Source: an optimization exercise on an open RTL-to-GDS flow (aim: a short achievable clock period and few clock cycles per item). Production flows keep margins and buffers that such runs may drop.
The RTL was checked by simulation tests, not by an equivalence proof against the original design.
The clock input has no modelled driver; a real chip could not lean on it and would need a root buffer or a full tree.

Design comp_mult_top, start of the top module:
module comp_mult_top
#(
    parameter logic [15:0] APB_BASE = '0   
) (
    input  logic  clk,
    input  logic  rst_n,
    input  cmul_types_pkg::addr_t paddr,
    input  logic  pwrite,
    input  cmul_types_pkg::reg_t  pwdata,
    input  logic  psel,
    output logic  pready,
    output cmul_types_pkg::reg_t  prdata,
    output logic  pslverr,
    output logic  mem_ce,
    output logic  mem_we,
    output cmul_types_pkg::addr_t mem_addr,
    output cmul_types_pkg::elem_t mem_wr_data,
    input  cmul_types_pkg::elem_t mem_rd_data
);
For scale: about 88 I/O pins, about 37000 µm² of cells after synthesis.
==> flow/config.mk <==
export PLATFORM = sky130hd
export DESIGN_NAME = comp_mult_top
export DESIGN_NICKNAME = comp_mult_top
export VERILOG_FILES = /design/flow/design.v
export SDC_FILE = /design/flow/constraint.sdc
export NUM_CORES = 4
export LEC_CHECK = 0
export ABC_CLOCK_PERIOD_IN_PS = 1500
export CAP_MARGIN = 20
export CORE_MARGIN = 2
export CORE_UTILIZATION = 40
export SETUP_SLACK_MARGIN = 4.4
export SLEW_MARGIN = 20
==> flow/constraint.sdc <==
create_clock -name core_clock -period 6.5 [get_ports {clk}]
set_input_delay 1.3000 -clock core_clock [delete_from_list [all_inputs] [get_ports {clk}]]
set_output_delay 1.3000 -clock core_clock [all_outputs]
set_load 0.01 [all_outputs]
standard.sh (not shown) runs the stock make flow with config.mk's settings and CLKGATE_MAP_FILE= SYNTH_SCRIPT=/design/flow/synth_recipe.tcl, a recipe that flattens the netlist after the stock synthesis.
==> flow/flow/run.sh <==
#!/bin/bash
# Standard ORFS layout (the standard.sh), except that the clock tree is
# built by flow/mycts.tcl (a two-level buffer tree: 4 root buffers fed by the
# clock port, leaf buffers each driving a cluster of about 16 flip-flops) in
# place of TritonCTS. Everything else, synthesis included, is the standard flow.
set -euo pipefail
export MCTS_CLOCK_NET=clk
export MCTS_BUF=sky130_fd_sc_hd__clkbuf_16
export MCTS_ROOT_BUF=sky130_fd_sc_hd__clkbuf_16
export MCTS_SINKS_PER_LEAF=16
export MCTS_ROOTS=4
bash standard.sh finish PRE_CTS_TCL="$PWD/flow/mycts.tcl" > standard_flow.log 2>&1
==> flow/flow/mycts.tcl <==
# Two-level clock tree built by hand, used in place of TritonCTS: the clock
# port drives a few root buffers, each root drives a group of leaf buffers,
# each leaf buffer drives a cluster of nearby flip-flops (k-means on the
# flip-flop positions). Every flip-flop sees the same two buffer stages.
# Sourced by ORFS cts.tcl as PRE_CTS_TCL; it replaces clock_tree_synthesis.

proc mcts_kmeans {pts k iters} {
  # pts: list of {x y}; returns list of cluster index per point and centers
  set n [llength $pts]
  set xs [lsort -real [lmap p $pts {lindex $p 0}]]
  set ys [lsort -real [lmap p $pts {lindex $p 1}]]
  # initial centers: points spread by sorted order along a serpentine
  set order [lsort -real -index 0 [lmap p $pts {list [expr {[lindex $p 0] + 0.0}] [lindex $p 1]}]]
  set centers {}
  for {set i 0} {$i < $k} {incr i} {
    set idx [expr {int(($i + 0.5) * $n / $k)}]
    lappend centers [lindex $order $idx]
  }
  set assign {}
  for {set it 0} {$it < $iters} {incr it} {
    set assign {}
    foreach p $pts {
      set best 0; set bd 1e30; set ci 0
      foreach c $centers {
        set dx [expr {[lindex $p 0] - [lindex $c 0]}]
        set dy [expr {[lindex $p 1] - [lindex $c 1]}]
        set d [expr {$dx*$dx + $dy*$dy}]
        if {$d < $bd} { set bd $d; set best $ci }
        incr ci
      }
      lappend assign $best
    }
    set sx [lrepeat $k 0.0]; set sy [lrepeat $k 0.0]; set cnt [lrepeat $k 0]
    foreach p $pts a $assign {
      lset sx $a [expr {[lindex $sx $a] + [lindex $p 0]}]
      lset sy $a [expr {[lindex $sy $a] + [lindex $p 1]}]
      lset cnt $a [expr {[lindex $cnt $a] + 1}]
    }
    set nc {}
    for {set i 0} {$i < $k} {incr i} {
      if {[lindex $cnt $i] > 0} {
        lappend nc [list [expr {[lindex $sx $i] / [lindex $cnt $i]}] [expr {[lindex $sy $i] / [lindex $cnt $i]}]]
      } else {
        lappend nc [lindex $centers $i]
      }
    }
    set centers $nc
  }
  return [list $assign $centers]
}

# balanced split: cap each cluster size by moving the farthest members out
proc mcts_balance {pts assign centers cap} {
  set k [llength $centers]
  for {set pass 0} {$pass < 20} {incr pass} {
    set cnt [lrepeat $k 0]
    foreach a $assign { lset cnt $a [expr {[lindex $cnt $a] + 1}] }
    set over 0
    for {set c 0} {$c < $k} {incr c} { if {[lindex $cnt $c] > $cap} { set over 1 } }
    if {!$over} { break }
    set i 0
    foreach p $pts a $assign {
      if {[lindex $cnt $a] > $cap} {
        # move to nearest cluster with room
        set best -1; set bd 1e30
        for {set c 0} {$c < $k} {incr c} {
          if {$c == $a || [lindex $cnt $c] >= $cap} continue
          set cc [lindex $centers $c]
          set dx [expr {[lindex $p 0] - [lindex $cc 0]}]
          set dy [expr {[lindex $p 1] - [lindex $cc 1]}]
          set d [expr {$dx*$dx + $dy*$dy}]
          if {$d < $bd} { set bd $d; set best $c }
        }
        set ca [lindex $centers $a]
        set dx [expr {[lindex $p 0] - [lindex $ca 0]}]
        set dy [expr {[lindex $p 1] - [lindex $ca 1]}]
        if {$best >= 0 && $bd < 4.0 * ($dx*$dx + $dy*$dy) + 1e8} {
          lset assign $i $best
          lset cnt $a [expr {[lindex $cnt $a] - 1}]
          lset cnt $best [expr {[lindex $cnt $best] + 1}]
        }
      }
      incr i
    }
  }
  return $assign
}

proc mcts_build {} {
  set db [ord::get_db]
  set block [ord::get_db_block]
  set clk [$block findNet $::env(MCTS_CLOCK_NET)]
  set buf [$db findMaster $::env(MCTS_BUF)]
  set rootbuf [$db findMaster $::env(MCTS_ROOT_BUF)]
  set sink_cap $::env(MCTS_SINKS_PER_LEAF)
  set nroots $::env(MCTS_ROOTS)

  set sinks {}
  set pts {}
  foreach it [$clk getITerms] {
    set inst [$it getInst]
    set bb [$inst getBBox]
    lappend sinks $it
    lappend pts [list [expr {([$bb xMin] + [$bb xMax]) / 2.0}] [expr {([$bb yMin] + [$bb yMax]) / 2.0}]]
  }
  set n [llength $sinks]
  set k [expr {int(ceil(double($n) / $sink_cap))}]
  puts "MCTS: $n sinks, $k leaf buffers, $nroots root buffers"
  lassign [mcts_kmeans $pts $k 25] assign centers
  set assign [mcts_balance $pts $assign $centers [expr {$sink_cap + 2}]]
  # recompute centers
  set sx [lrepeat $k 0.0]; set sy [lrepeat $k 0.0]; set cnt [lrepeat $k 0]
  foreach p $pts a $assign {
    lset sx $a [expr {[lindex $sx $a] + [lindex $p 0]}]
    lset sy $a [expr {[lindex $sy $a] + [lindex $p 1]}]
    lset cnt $a [expr {[lindex $cnt $a] + 1}]
  }
  set leafpts {}
  for {set i 0} {$i < $k} {incr i} {
    if {[lindex $cnt $i] == 0} { lappend leafpts {} ; continue }
    lappend leafpts [list [expr {[lindex $sx $i] / [lindex $cnt $i]}] [expr {[lindex $sy $i] / [lindex $cnt $i]}]]
  }
  # leaf buffers and nets
  set leafbufs {}
  for {set i 0} {$i < $k} {incr i} {
    if {[lindex $cnt $i] == 0} { lappend leafbufs {}; continue }
    set b [odb::dbInst_create $block $buf "mcts_leaf_$i"]
    set p [lindex $leafpts $i]
    $b setLocation [expr {int([lindex $p 0])}] [expr {int([lindex $p 1])}]
    $b setPlacementStatus PLACED
    set nn [odb::dbNet_create $block "mcts_leaf_net_$i"]
    $nn setSigType CLOCK
    [$b findITerm X] connect $nn
    lappend leafbufs $b
  }
  foreach it $sinks a $assign {
    $it disconnect
    $it connect [$block findNet "mcts_leaf_net_$a"]
  }
  # roots: cluster the leaf buffers
  set lpts {}; set lids {}
  for {set i 0} {$i < $k} {incr i} {
    if {[lindex $cnt $i] == 0} continue
    lappend lpts [lindex $leafpts $i]; lappend lids $i
  }
  lassign [mcts_kmeans $lpts $nroots 25] rassign rcenters
  for {set r 0} {$r < $nroots} {incr r} {
    set b [odb::dbInst_create $block $rootbuf "mcts_root_$r"]
    set p [lindex $rcenters $r]
    $b setLocation [expr {int([lindex $p 0])}] [expr {int([lindex $p 1])}]
    $b setPlacementStatus PLACED
    set nn [odb::dbNet_create $block "mcts_root_net_$r"]
    $nn setSigType CLOCK
    [$b findITerm X] connect $nn
    [$b findITerm A] connect $clk
  }
  foreach i $lids r $rassign {
    [[lindex $leafbufs $i] findITerm A] connect [$block findNet "mcts_root_net_$r"]
  }
  global_connect
  puts "MCTS: done"
}

rename clock_tree_synthesis mcts_orig_clock_tree_synthesis
proc clock_tree_synthesis {args} {
  mcts_build
}
The baseline produced a clean layout.
Testbench counts at the start, summed over its fixed seeds: cycles 21,041, items 2,070.
Edit:
==> flow/flow/run.sh (replaced) <==
#!/bin/bash
# Standard ORFS layout (the standard.sh), except that the clock tree is
# built by flow/mycts.tcl (a two-level buffer tree: 4 root buffers fed by the
# clock port, leaf buffers each driving a cluster of about 20 flip-flops) in
# place of TritonCTS. Everything else, synthesis included, is the standard flow.
set -euo pipefail
export MCTS_CLOCK_NET=clk
export MCTS_BUF=sky130_fd_sc_hd__clkbuf_16
export MCTS_ROOT_BUF=sky130_fd_sc_hd__clkbuf_16
export MCTS_SINKS_PER_LEAF=20
export MCTS_ROOTS=4
bash standard.sh finish PRE_CTS_TCL="$PWD/flow/mycts.tcl" > standard_flow.log 2>&1
--- a/flow/flow/mycts.tcl
+++ b/flow/flow/mycts.tcl
@@ -108,5 +108,5 @@
   puts "MCTS: $n sinks, $k leaf buffers, $nroots root buffers"
   lassign [mcts_kmeans $pts $k 25] assign centers
-  set assign [mcts_balance $pts $assign $centers [expr {$sink_cap + 2}]]
+  set assign [mcts_balance $pts $assign $centers [expr {$sink_cap + 4}]]
   # recompute centers
   set sx [lrepeat $k 0.0]; set sy [lrepeat $k 0.0]; set cnt [lrepeat $k 0]
Outcome: The changed run completed without violations. Via count drops by 0.62%. Routed wire length drops by 1.3%. Cell count barely changes.
In every run of this note, the design's own scripts or RTL, not TritonCTS, make the clock network.

-- re-timing with driven ports --
The results above use ideal ports. As a check the final layouts listed here were re-extracted and re-timed, cells and wires unchanged.
Step 1, drivers: a clkbuf_16 drives clk and a buf_2 each remaining input, both assumed.
Step 2, shift: input delay + t, output delay - t, t = (earliest + latest rising clock arrival at the registers) / 2. This alone moves slack from input paths to output paths.
a / b / c = no drivers / after step 1 / after step 2; a / b = the first two.
run | t (ns) | setup WS [ns] | hold WS [ns] | worst setup path after step 2
the first run | 0.577 | 4.105 / 4.068 / 3.749 | 0.310 / 0.310 / 0.310 | input to register
the second run | 0.567 | 4.126 / 4.113 / 3.673 | 0.314 / 0.314 / 0.314 | input to register
After both steps every run listed still meets setup and hold. The setup slack of the second run, which loses most, moves by -0.013 ns with the drivers and by -0.453 ns with both steps.
